From an optimization exercise on the open Yosys and OpenROAD flow, aimed at small area, a short achievable clock period and few clock cycles per item; shortcuts taken in it are not production practice.
The RTL was checked by simulation tests, not by an equivalence proof against the original design.

### config.mk
export PLATFORM = sky130hd
export DESIGN_NAME = real_mul_arbiter
export DESIGN_NICKNAME = real_mul_arbiter
export VERILOG_FILES = /design/flow/design.v
export SDC_FILE = /design/flow/constraint.sdc
export NUM_CORES = 4
export LEC_CHECK = 0
export CAP_MARGIN = 20
export CORE_MARGIN = 2
export CORE_UTILIZATION = 40
export SLEW_MARGIN = 20
### constraint.sdc
create_clock -name core_clock -period 10.5 [get_ports {clk}]
set_input_delay 2.1000 -clock core_clock [delete_from_list [all_inputs] [get_ports {clk}]]
set_output_delay 2.1000 -clock core_clock [all_outputs]
set_load 0.01 [all_outputs]
### design.v
package real_mul_arbiter_pkg;
  typedef enum logic [1:0] {
    ST_IDLE = 2'd0,
    ST_BUSY = 2'd1,
    ST_RESP = 2'd2
  } state_t;
  localparam int OP_W  = 64;   
  localparam int CNT_W = 16;   
  localparam int LAT_W = 4;    
endpackage
module real_mul #(
  parameter int IS_DOUBLE = 0,
  parameter int STAGES    = 1
) (
  input  logic            clk,
  input  logic            rst,
  input  logic [real_mul_arbiter_pkg::OP_W-1:0] op1,
  input  logic [real_mul_arbiter_pkg::OP_W-1:0] op2,
  output logic [real_mul_arbiter_pkg::OP_W-1:0] result
);
  localparam int EW    = (IS_DOUBLE != 0) ? 11 : 8;
  localparam int MW    = (IS_DOUBLE != 0) ? 52 : 23;
  localparam int FW    = 1 + EW + MW;
  localparam int LANES = real_mul_arbiter_pkg::OP_W / FW;
  localparam int BIAS  = (1 << (EW - 1)) - 1;
  localparam int EMAX  = (1 << EW) - 1;
  function automatic logic [FW-1:0] fmul(input logic [FW-1:0] a, input logic [FW-1:0] b);
    logic          sgn;
    logic [EW-1:0] ea, eb;
    logic [MW-1:0] ma, mb;
    logic [2*MW+1:0] prod, norm;
    logic [MW:0]   mr;
    logic          rnd;
    int            e;
    sgn  = a[FW-1] ^ b[FW-1];
    ea   = a[FW-2:MW];
    eb   = b[FW-2:MW];
    ma   = a[MW-1:0];
    mb   = b[MW-1:0];
    prod = {{(MW+1){1'b0}}, 1'b1, ma} * {{(MW+1){1'b0}}, 1'b1, mb};
    norm = prod[2*MW+1] ? prod : (prod << 1);
    e    = int'(ea) + int'(eb) - BIAS + (prod[2*MW+1] ? 1 : 0);
    rnd  = norm[MW] & ((|norm[MW-1:0]) | norm[MW+1]);
    mr   = {1'b0, norm[2*MW:MW+1]} + {{MW{1'b0}}, rnd};
    if (mr[MW]) e = e + 1;
    if (((&ea) && ma != '0) || ((&eb) && mb != '0) ||
        ((&ea) && eb == '0) || ((&eb) && ea == '0))
      fmul = {1'b0, {EW{1'b1}}, 1'b1, {(MW-1){1'b0}}};
    else if ((&ea) || (&eb))
      fmul = {sgn, {EW{1'b1}}, {MW{1'b0}}};
    else if (ea == '0 || eb == '0)
      fmul = {sgn, {(FW-1){1'b0}}};
    else if (e >= EMAX)
      fmul = {sgn, {EW{1'b1}}, {MW{1'b0}}};
    else if (e <= 0)
      fmul = {sgn, {(FW-1){1'b0}}};
    else
      fmul = {sgn, e[EW-1:0], mr[MW-1:0]};
  endfunction
  logic [real_mul_arbiter_pkg::OP_W-1:0] comb_res;
  always_comb begin
    comb_res = '0;
    for (int l = 0; l < LANES; l++)
      comb_res[l*FW +: FW] = fmul(op1[l*FW +: FW], op2[l*FW +: FW]);
  end
  if (STAGES > 0) begin : g_reg
    always_ff @(posedge clk or negedge rst) begin
      if (!rst) result <= '0;
      else      result <= comb_res;
    end
  end else begin : g_comb
    assign result = comb_res;
  end
endmodule
module real_mul_arbiter #(
  parameter  int N_REQ     = 4,
  parameter  int IS_DOUBLE = 0,
  parameter  int MUL_LAT   = 2,
  localparam int ID_W      = $clog2(N_REQ)
) (
  input  logic                  clk,
  input  logic                  rst,
  input  logic [N_REQ-1:0]      req_valid,
  output logic [N_REQ-1:0]      req_ready,
  input  logic [real_mul_arbiter_pkg::OP_W*N_REQ-1:0] req_op1,
  input  logic [real_mul_arbiter_pkg::OP_W*N_REQ-1:0] req_op2,
  output logic                  rsp_valid,
  input  logic                  rsp_ready,
  output logic [ID_W-1:0]       rsp_id,
  output logic [real_mul_arbiter_pkg::OP_W-1:0] rsp_result,
  output logic                  busy,
  output logic [real_mul_arbiter_pkg::CNT_W-1:0] ops_done
);
  real_mul_arbiter_pkg::state_t          state;
  logic [ID_W-1:0] rr_ptr;
  logic [ID_W-1:0] gnt_idx;
  logic [ID_W-1:0] idx;
  logic            gnt_any;
  logic [real_mul_arbiter_pkg::LAT_W-1:0] lat_cnt;
  logic [real_mul_arbiter_pkg::OP_W-1:0] op1_q;
  logic [real_mul_arbiter_pkg::OP_W-1:0] op2_q;
  logic [real_mul_arbiter_pkg::OP_W-1:0] mul_res;
  always_comb begin
    gnt_any = 1'b0;
    gnt_idx = '0;
    idx     = '0;
    for (int k = N_REQ - 1; k >= 0; k--) begin
      idx = ID_W'((int'(rr_ptr) + k) % N_REQ);
      if (req_valid[idx]) begin
        gnt_any = 1'b1;
        gnt_idx = idx;
      end
    end
  end
  always_comb begin
    req_ready = '0;
    if (rst && state == real_mul_arbiter_pkg::ST_IDLE && gnt_any) req_ready[gnt_idx] = 1'b1;
  end
  assign busy = (state != real_mul_arbiter_pkg::ST_IDLE);
  always_ff @(posedge clk or negedge rst) begin
    if (!rst) begin
      state      <= real_mul_arbiter_pkg::ST_IDLE;
      rr_ptr     <= '0;
      lat_cnt    <= '0;
      op1_q      <= '0;
      op2_q      <= '0;
      rsp_id     <= '0;
      rsp_valid  <= 1'b0;
      rsp_result <= '0;
      ops_done   <= '0;
    end else begin
      case (state)
        real_mul_arbiter_pkg::ST_IDLE: begin
          if (gnt_any) begin
            op1_q   <= req_op1[gnt_idx*real_mul_arbiter_pkg::OP_W +: real_mul_arbiter_pkg::OP_W];
            op2_q   <= req_op2[gnt_idx*real_mul_arbiter_pkg::OP_W +: real_mul_arbiter_pkg::OP_W];
            rsp_id  <= gnt_idx;
            rr_ptr  <= (gnt_idx == ID_W'(N_REQ - 1)) ? '0 : gnt_idx + 1'b1;
            lat_cnt <= real_mul_arbiter_pkg::LAT_W'(MUL_LAT - 1);
            state   <= real_mul_arbiter_pkg::ST_BUSY;
          end
        end
        real_mul_arbiter_pkg::ST_BUSY: begin
          if (lat_cnt == '0) begin
            rsp_result <= mul_res;
            rsp_valid  <= 1'b1;
            state      <= real_mul_arbiter_pkg::ST_RESP;
          end else begin
            lat_cnt <= lat_cnt - 1'b1;
          end
        end
        real_mul_arbiter_pkg::ST_RESP: begin
          if (rsp_ready) begin
            rsp_valid <= 1'b0;
            ops_done  <= ops_done + 1'b1;
            state     <= real_mul_arbiter_pkg::ST_IDLE;
          end
        end
        default: state <= real_mul_arbiter_pkg::ST_IDLE;
      endcase
    end
  end
  real_mul #(
    .IS_DOUBLE(IS_DOUBLE),
    .STAGES   ((MUL_LAT >= 2) ? 1 : 0)
  ) u_mul (
    .clk   (clk),
    .rst   (rst),
    .op1   (op1_q),
    .op2   (op2_q),
    .result(mul_res)
  );
endmodule
### run.sh
#!/bin/bash
# synth_recipe.tcl (not shown) runs the flow's synth.tcl, then flattens the netlist and writes it again
# the make line also repeats each setting of config.mk as NAME=value (left out here)
make -C /OpenROAD-flow-scripts/flow DESIGN_CONFIG=/design/flow/config.mk WORK_HOME=/design/flow/orfs CLKGATE_MAP_FILE= SYNTH_SCRIPT=/design/flow/synth_recipe.tcl finish
==> results.rst <==
.. list-table::
   :header-rows: 1

   * - Metric
     - Value
   * - Result of the run
     - no timing/DRC/antenna violations
   * - Clock Path Buffers
     - 3
   * - Clk sink count
     - 283
   * - Met2 Routed Length
     - around 90,000 um
   * - Total count of max-transition violations in the final report
     - 0
   * - Top cells by area, synth
     - sky130_fd_sc_hd__fa_1, sky130_fd_sc_hd__dfrtp_1, sky130_fd_sc_hd__ha_1, sky130_fd_sc_hd__nand2_1, sky130_fd_sc_hd__inv_1
   * - Distinct cell type count of the synthesized netlist
     - 92
   * - Die boundary width
     - 380 um
   * - Initial cell density of the core
     - 0.404
   * - Deepest level of the CTS H-tree
     - 2
   * - Number of storage elements in the synthesis netlist
     - 283
   * - Maximum single-stage delay on the critical path
     - 0.88 ns
   * - Start point of the critical path
     - op2_q[51]
   * - Layout cell share with drive strength beyond 1
     - 0.0725
   * - Routed metal-1 wirelength
     - 83,800 um
   * - Clock latency reported for the late side of the worst-skew pair
     - about 0.63 ns
   * - Overall fraction of global-route tracks in use
     - 0.275
   * - Number of DRC markers in iteration 0
     - 3,626
   * - Antenna violations before repair
     - 9
   * - IO Port Bufs
     - 606
   * - Share of synthesized area spent on multiplexers
     - 0.0172
   * - CP startpoint kind
     - flop
   * - Min-Delay Startpoint
     - u_mul.result[26]
   * - Highest clock rate
     - 99.1 MHz
   * - Clock tree from TritonCTS
     - yes
   * - Total CTS buffers
     - 38
   * - Number of endpoints failing setup at the final stage
     - 0
   * - Detail Placement HPWL
     - 163,000 um
   * - Max Cap Viol
     - 0
   * - R2R Path End
     - u_mul.result[42]
   * - Min-Delay Path Depth
     - 1
   * - Accumulated negative setup slack
     - 0 ns
   * - Routability Congestion
     - 0.972
   * - Element type at the critical path end
     - flop
   * - Max-Slew Margin vs Limit
     - 0.219
   * - Worst Hold Endpoint
     - rsp_result[26]
   * - Endpoint arrival time on the critical path
     - 10.62 ns
   * - Core occupancy in the finished layout
     - 0.481
   * - Area share of and/or/nand/nor cells after synthesis
     - 0.219
   * - Hold crit path type
     - flop to flop
   * - Clock slew at the register clock pins of the worst setup and hold paths
     - 0.07 ns
   * - Reg-to-reg slack, setup
     - 0.41 ns
   * - WL/cell
     - 21.2 um
   * - Final Cycle Share
     - 0.961
   * - Cell mode on critical path
     - sky130_fd_sc_hd__fa_1
   * - Clock root buffer
     - sky130_fd_sc_hd__clkbuf_16
   * - Syn-to-layout area delta
     - 19.2%
   * - Core box area
     - 140,000 sq um
   * - EDFF count, synth
     - 0
   * - Global-route wire length before repair
     - 307,000 um
   * - RSZ-0062 raised after global routing
     - no
   * - Vias in the first global route
     - around 52,000
   * - Depth of the worst register-to-register path
     - 35
   * - Buffer and inverter count on the worst path
     - 6
   * - Cell type with the highest aggregate area in the netlist
     - sky130_fd_sc_hd__fa_1
   * - Via-to-Cell Ratio
     - between 5 and 6
   * - Total wire length
     - 198,000 um
   * - Adder and majority gate portion of the synthesized area
     - 0.427
   * - Final net count
     - 9,312
   * - Synthesized area per cell
     - 8.22 sq um
   * - Number of iterations in the first detailed-routing pass
     - 8
   * - Dominant synthesized flop cell
     - sky130_fd_sc_hd__dfrtp_1
   * - Die footprint
     - 144,000 sq um
   * - WL met3
     - approximately 16,000 um
   * - ANT nets after route
     - 0
   * - Number of hold buffers added after cts
     - 0
   * - Total grt overflow
     - 0
   * - Slowest cell on the critical path
     - sky130_fd_sc_hd__dfrtp_1
   * - # rows
     - 137
   * - Synthesized-area fraction occupied by xor and xnor cells
     - 0.0267
   * - Count of mapped cells out of synthesis
     - roughly 7,000
   * - Startpoint of the most critical register-to-register path
     - op2_q[51]
   * - Synthesized area
     - 56,400 sq um
   * - Largest net degree at the start of global routing
     - 118
   * - Number of warnings printed during yosys synthesis
     - 2
   * - Largest family of logic cells by synthesized area
     - adder cells
   * - Data required time of the critical path
     - 11.03 ns
   * - Count of vias placed by the detailed router
     - 49,200
   * - Instance count after placement with tap cells included
     - 9,284
   * - Number of top-level design ports
     - 607
   * - Highest routed layer
     - met5
   * - Sequential-to-total area share from yosys stat
     - 0.126
   * - Period minus WS final
     - 10.09 ns
   * - Filler-free cell count of the finished design
     - 9,351
   * - Final hold violations
     - 0
   * - DRC
     - 0
   * - Share of the synthesized area in compound gates (AO/OA/AOI/OAI)
     - 0.0813
   * - Die height
     - 380 um
   * - Mapped Nets
     - 8,728
   * - Max Fanout on Critical Path
     - 23
   * - Max Clock Skew
     - 0.0370 ns
   * - Fraction of registers with async set/reset
     - 1.00
   * - Crit-path leading delay family
     - adder cells
   * - Worst-Margin Slew
     - 1.16 ns
   * - Fraction of post-synthesis cell area in the top cell type by area
     - 0.343
   * - Worst setup path category
     - flop to flop
[layout by cell type (no fill, tap or decap), types with 9 or more instances in the layout]
master / instances
sky130_fd_sc_hd__and3_1: 29
sky130_fd_sc_hd__o211ai_1: 19
sky130_fd_sc_hd__o21bai_1: 29
sky130_fd_sc_hd__nand3_1: 255
sky130_fd_sc_hd__nand2_1: 1159
sky130_fd_sc_hd__mux2i_1: 17
sky130_fd_sc_hd__xnor2_1: 112
sky130_fd_sc_hd__ha_1: 379
sky130_fd_sc_hd__and4_1: 10
sky130_fd_sc_hd__or2_2: 9
sky130_fd_sc_hd__o21ai_1: 16
sky130_fd_sc_hd__a31oi_1: 21
sky130_fd_sc_hd__clkdlybuf4s50_1: 605
sky130_fd_sc_hd__nor4_1: 37
sky130_fd_sc_hd__dfrtp_1: 233
sky130_fd_sc_hd__nor2_1: 533
sky130_fd_sc_hd__nor2b_1: 13
sky130_fd_sc_hd__inv_1: 1156
sky130_fd_sc_hd__nand4_1: 56
sky130_fd_sc_hd__xor2_1: 51
sky130_fd_sc_hd__nand2b_1: 13
sky130_fd_sc_hd__o21a_1: 24
sky130_fd_sc_hd__clkbuf_16: 38
sky130_fd_sc_hd__buf_4: 299
sky130_fd_sc_hd__a21o_1: 28
sky130_fd_sc_hd__dfrtp_2: 43
sky130_fd_sc_hd__nor3b_1: 10
sky130_fd_sc_hd__or3_1: 13
sky130_fd_sc_hd__mux2_2: 70
sky130_fd_sc_hd__a211oi_1: 32
sky130_fd_sc_hd__a21oi_1: 158
sky130_fd_sc_hd__nor3_1: 55
sky130_fd_sc_hd__clkinvlp_4: 9
sky130_fd_sc_hd__o21ai_0: 304
sky130_fd_sc_hd__fa_1: 966
sky130_fd_sc_hd__o31ai_1: 17
sky130_fd_sc_hd__and2_1: 458
sky130_fd_sc_hd__or4_1: 16
[Yosys cell counts (24+ instances only)]
master	count
sky130_fd_sc_hd__nand2_1	1159
sky130_fd_sc_hd__inv_1	1156
sky130_fd_sc_hd__fa_1	966
sky130_fd_sc_hd__nor2_1	535
sky130_fd_sc_hd__and2_1	458
sky130_fd_sc_hd__ha_1	379
sky130_fd_sc_hd__clkbuf_1	327
sky130_fd_sc_hd__o21ai_0	310
sky130_fd_sc_hd__dfrtp_1	283
sky130_fd_sc_hd__nand3_1	255
sky130_fd_sc_hd__a21oi_1	158
sky130_fd_sc_hd__xnor2_1	112
sky130_fd_sc_hd__mux2_2	70
sky130_fd_sc_hd__nand4_1	56
sky130_fd_sc_hd__nor3_1	55
sky130_fd_sc_hd__xor2_1	51
sky130_fd_sc_hd__nor4_1	37
sky130_fd_sc_hd__a211oi_1	32
sky130_fd_sc_hd__and3_1	29
sky130_fd_sc_hd__o21bai_1	29
sky130_fd_sc_hd__a21o_1	28
sky130_fd_sc_hd__o21a_1	24
[registers in the layout (all words and copies together), names as in the netlist]
name / cells
lat_cnt: 4
op1_q: 64
op2_q: 64
ops_done: 16
rr_ptr: 2
rsp_id: 2
rsp_result: 64
rsp_valid: 1
state: 2
u_mul.result: 64
[cells by family after synthesis]
group | count (synthesis)
and+or+nand+nor | 2696
buffers and inverters | 1535
adders and majority gates | 1345
AOI/OAI and AO/OA | 750
DFF | 283
xor gates and xnor gates | 167
muxes | 88
[what timing repair did]
action	4_1_cts	5_1_grt
setup endpoints to repair	0	46
resized for setup	0	67
setup buffers	0	0
[layout make-up]
| type | instances | area [sq um] |
|---|---|---|
| Inverter | 1166 | 4400 |
| Timing Repair Buffer | 913 | 8460 |
| Sequential cell | 283 | 7160 |
| Clock inverter | 16 | 228 |
| Antenna cell | 1 | 2.50 |
| Fill cell | 13700 | 72500 |
| Clock buffer | 50 | 1060 |
| Multi-Input combinational cell | 5046 | 43600 |
| Tap cell | 1876 | 2350 |
[per-stage QoR]
| stage | cell area, sq um | setup WS (ns) | hold slack [ns] |
|---|---|---|---|
| after detailed placement | 65800 | 0.204 | 0.463 |
| after CTS | 67100 | 0.181 | 0.446 |
| after global placement | 65800 | 0.337 | 0.459 |
| final | 67200 | 0.412 | 0.460 |
| after global routing | 67200 | 0.00256 | 0.461 |
| after floorplan | 56400 | 0.306 | 0.456 |
[routing by layer]
| metal | GRT usage | up-vias |
|---|---|---|
| met5 | 0 | - |
| li1 | - | 22500 |
| met2 | 0.441 | 1936 |
| met3 | 0.0542 | 323 |
| met4 | 0.0902 | 2 |
| met1 | 0.374 | 24500 |
[how the worst max path moves through the flow]
| stage | to | slack [ns] | cells after the start |
|---|---|---|---|
| floorplan | u_mul.result[40] | 0.31 | 46 |
| CTS | u_mul.result[16] | 0.18 | 37 |
| global route | u_mul.result[42] | 0.003 | 37 |
| detailed placement | u_mul.result[42] | 0.20 | 38 |
| finish | u_mul.result[42] | 0.41 | 35 |
| global placement | u_mul.result[16] | 0.34 | 37 |
Testbench counts, summed over its fixed seeds: cycles 12,800, items 3,200.

## afterwards: timing with drivers on the ports
In the flow no input, the clock included, has a driving cell. The finished layout below was timed again as built, in two steps.
Step 1 assumes that a clkbuf_16 drives the clock port and a buf_2 every other input.
Step 2 also shifts input and output timing later by t, the mid clock arrival at the registers, as if the neighbouring blocks saw the same clock.
Three values: ideal, step 1, step 2; two values: the first two.
t, ns: 0.693
slack for setup (ns): 0.412 / 0.412 / 0.412
worst setup path after step 2: register to register
clock arrival spread, ns: 0.041 / 0.040
After both steps setup and hold are still met in this run. For this run, drivers alone change the setup slack by 0.000 ns; drivers and shift together by 0.000 ns.
